This design comes from an exercise in tuning for small area on the open sky130 flow, not from production work.
Where RTL was checked, it was by simulation tests only, not by an equivalence proof against the original.
No activity file was given, so power comes from the tool's default toggle rates.

==> run a: inputs <==
==> flow/design.v (excerpt) <==
module matmul_top (
    input  logic clk,
    input  logic reset,
    input  logic [7:0] weight_in,
    input  logic [7:0] act_in,
    input  logic read_req,
    output logic read_ack,
    output logic [7:0] out_data,
    output logic out_valid
);
export LEC_CHECK = 0
export ABC_AREA = 1
export CAP_MARGIN = 20
export CORE_MARGIN = 2
export CORE_UTILIZATION = 65
export CTS_BUF_LIST = sky130_fd_sc_hd__clkbuf_16
export CTS_CLUSTER_DIAMETER = 65
export CTS_CLUSTER_SIZE = 25
export SLEW_MARGIN = 20
create_clock -name core_clock -period 8.0 [get_ports {clk}]
standard.sh (not shown) runs the stock make flow with config.mk's settings and CLKGATE_MAP_FILE= SYNTH_SCRIPT=/design/flow/synth_recipe.tcl, a recipe that flattens the netlist after the stock synthesis.
==> flow/flow/run.sh <==
#!/bin/bash
set -euo pipefail
export CTS_ARGS="-sink_clustering_enable -repair_clock_nets -buf_list sky130_fd_sc_hd__clkbuf_4 -sink_clustering_size 12 -sink_clustering_max_diameter 35 -dont_use_dummy_load"
export BUFFER_PORTS_ARGS="-buffer_cell sky130_fd_sc_hd__buf_1"
bash standard.sh > standard_flow.log 2>&1
==> inputs of run b, as changes to run a <==
==> flow/flow/run.sh (replaced) <==
#!/bin/bash
set -euo pipefail
export CTS_ARGS="-sink_clustering_enable -repair_clock_nets -buf_list sky130_fd_sc_hd__clkbuf_4 -sink_clustering_size 12 -sink_clustering_max_diameter 40 -dont_use_dummy_load"
export BUFFER_PORTS_ARGS="-buffer_cell sky130_fd_sc_hd__buf_1"
bash standard.sh > standard_flow.log 2>&1
==> qor summary <==
                                                                                     run b        run a
Antenna Cells                                                                            3            5
Number of antenna violations at the first check in global routing                        1            2
Met1 GRT Util                                                                        24.4%        24.4%
Layout Cells excl Fill                                                                3579         3588
Result of the run                                         no timing/DRC/antenna violations  no timing/DRC/antenna violations
Met3 GRT Util                                                                        4.06%        4.59%
Static Leak                                                                        16.9 nW      16.9 nW
Met1 Routed Length                                                                 23.1 mm      23.3 mm
Least-Margin Pin Slew                                                              1.01 ns      1.02 ns
Tightest slew margin relative to the limit                                           32.5%        32.3%
Clock net power                                                                    2.57 mW      2.62 mW
Global-route usage over all layers                                                   19.1%        19.2%
Routed wl met3                                                                     2.62 mm      2.65 mm
Fraction of area in multi-input gates                                                22.2%        22.1%
Minimum clock period after layout                                                  6.65 ns      6.66 ns
Switching Power                                                                    3.77 mW      3.78 mW
Sequential portion of the cell area                                                  69.4%        69.3%
Final nets                                                                            3046         3053
Clock buffer count from CTS                                                            139          146
Non-Clock Buffer Area Fraction                                                      0.566%       0.565%
Number of global-route vias before repair                                            18200        18200
CP Data Arrival Time                                                               7.53 ns      7.56 ns
Start point of the worst min-delay path                            g_row[9].u_row.ring[35]        d2[3]
Post-route cell area                                                           0.0385 mm^2  0.0386 mm^2

---

==> try-violet: inputs <==
matmul_top, a different RTL version from the one above (not shown whole).
==> flow/config.mk <==
export PLATFORM = sky130hd
export DESIGN_NAME = matmul_top
export DESIGN_NICKNAME = matmul_top
export VERILOG_FILES = /design/flow/design.v
export SDC_FILE = /design/flow/constraint.sdc
export NUM_CORES = 4
export LEC_CHECK = 0
export ABC_AREA = 1
export CAP_MARGIN = 20
export CORE_MARGIN = 2
export CORE_UTILIZATION = 55
export CTS_BUF_LIST = sky130_fd_sc_hd__clkbuf_4
export GPL_TIMING_DRIVEN = 0
export SLEW_MARGIN = 20
==> flow/constraint.sdc <==
create_clock -name core_clock -period 8.0 [get_ports {clk}]
set_input_delay 1.6000 -clock core_clock [delete_from_list [all_inputs] [get_ports {clk}]]
set_output_delay 1.6000 -clock core_clock [all_outputs]
set_load 0.01 [all_outputs]
run.sh (not shown) runs the stock make flow with config.mk's settings and CLKGATE_MAP_FILE= SYNTH_SCRIPT=/design/flow/synth_recipe.tcl, a recipe that flattens the netlist after the stock synthesis.
Stock flow here: none of the scripts above is used.
==> try-raven: changes against try-violet <==
- GPL_TIMING_DRIVEN: 0 -> unset
==> run notes <==
- try-raven finished clean. try-violet passed the timing, DRC and antenna checks.
- In try-raven the critical path depth is lower than in try-violet, by 5.
- Of try-raven and try-violet, try-violet has the higher routed wire length (gap 9.1%, measured against try-violet).
- Of try-violet and try-raven, try-violet has the higher total power (gap about 2.2%, measured against try-raven).
- In try-raven the count of clock-buffer cells in the layout is lower than in try-violet, by 23.
- Of try-raven and try-violet, try-raven has the higher setup slack (gap 1.3 ns).
- Against try-violet, the via count of try-raven is lower by about 2.2%.
- Global-route usage: try-raven is lower than try-violet (1.6 points).
- In sequential power, try-violet and try-raven hardly differ.
- In synthesized cell count, try-raven and try-violet do not differ.
==> figures <==
| metric | try-violet | try-raven |
|---|---|---|
| Run status | no timing/DRC/antenna violations | no timing/DRC/antenna violations |
| Clk_buf instances | 478 | 455 |
| R2r endpoint | g_row[0].u_row.ring[67] | g_row[2].u_row.ring[66] |
| Final cycle utilization of the critical path | 95.3% | 78.9% |
| Count of placed standard cells in the final layout, fillers left out | 4288 | 4224 |
| Number of cells on the critical path | 24 | 19 |
| Arrival time of the worst setup path | 8.60 ns | 7.22 ns |
| Final hold slack | 0.253 ns | 0.280 ns |
| Num CTS Buffers | 329 | 324 |
| Global Route met1 Usage | 23.4% | 20.9% |
| Final routed wirelength across all metal layers | 62.6 mm | 56.9 mm |
| Count of vias placed by the detailed router | 19900 | 19500 |
| WL met3 | 3.59 mm | 2.85 mm |
| Pin slew with the least headroom to its limit | 1.03 ns | 1.09 ns |
| Origin of the worst min-delay path | g_row[10].u_row.ring[45] | g_row[9].u_row.ring[40] |
| Post-layout instance area | 42800 um2 | 42600 um2 |
| Total clock network power | 5290 uW | 5080 uW |
| Endpoint of the worst hold path | g_row[10].u_row.ring[28] | g_row[9].u_row.ring[23] |
| R2R Setup Slk | 0.37 ns | 1.69 ns |
No run of this note included a check of the RTL's function; only the layout flow was run.

re-timing with driven ports:
Ports are ideal in the flow. The routed layouts listed here were re-timed in OpenROAD. Step 1 sets driving cells, clkbuf_16 on the clock port and buf_2 on the other inputs (assumed; they add their load-dependent delay and slew). Step 2 times the ports against the registers' clock, not the clock port: input delays grow and output delays shrink by t, the midpoint of the rising clock arrivals with the driver on. Three values: no drivers, after step 1, after step 2; two values: the first two.
run	t, ns	setup WS [ns]	cell pins on the clock port's net
run a	0.996	1.342 / 1.342 / 1.342	1
run b	0.963	1.352 / 1.352 / 1.352	1
try-violet	1.090	0.374 / 0.374 / 0.374	1
try-raven	1.085	1.686 / 1.686 / 1.286	1
After both steps every run listed still meets setup and hold. The setup slack of try-raven, which loses most, moves by 0.000 ns with the drivers and by -0.400 ns with both steps.
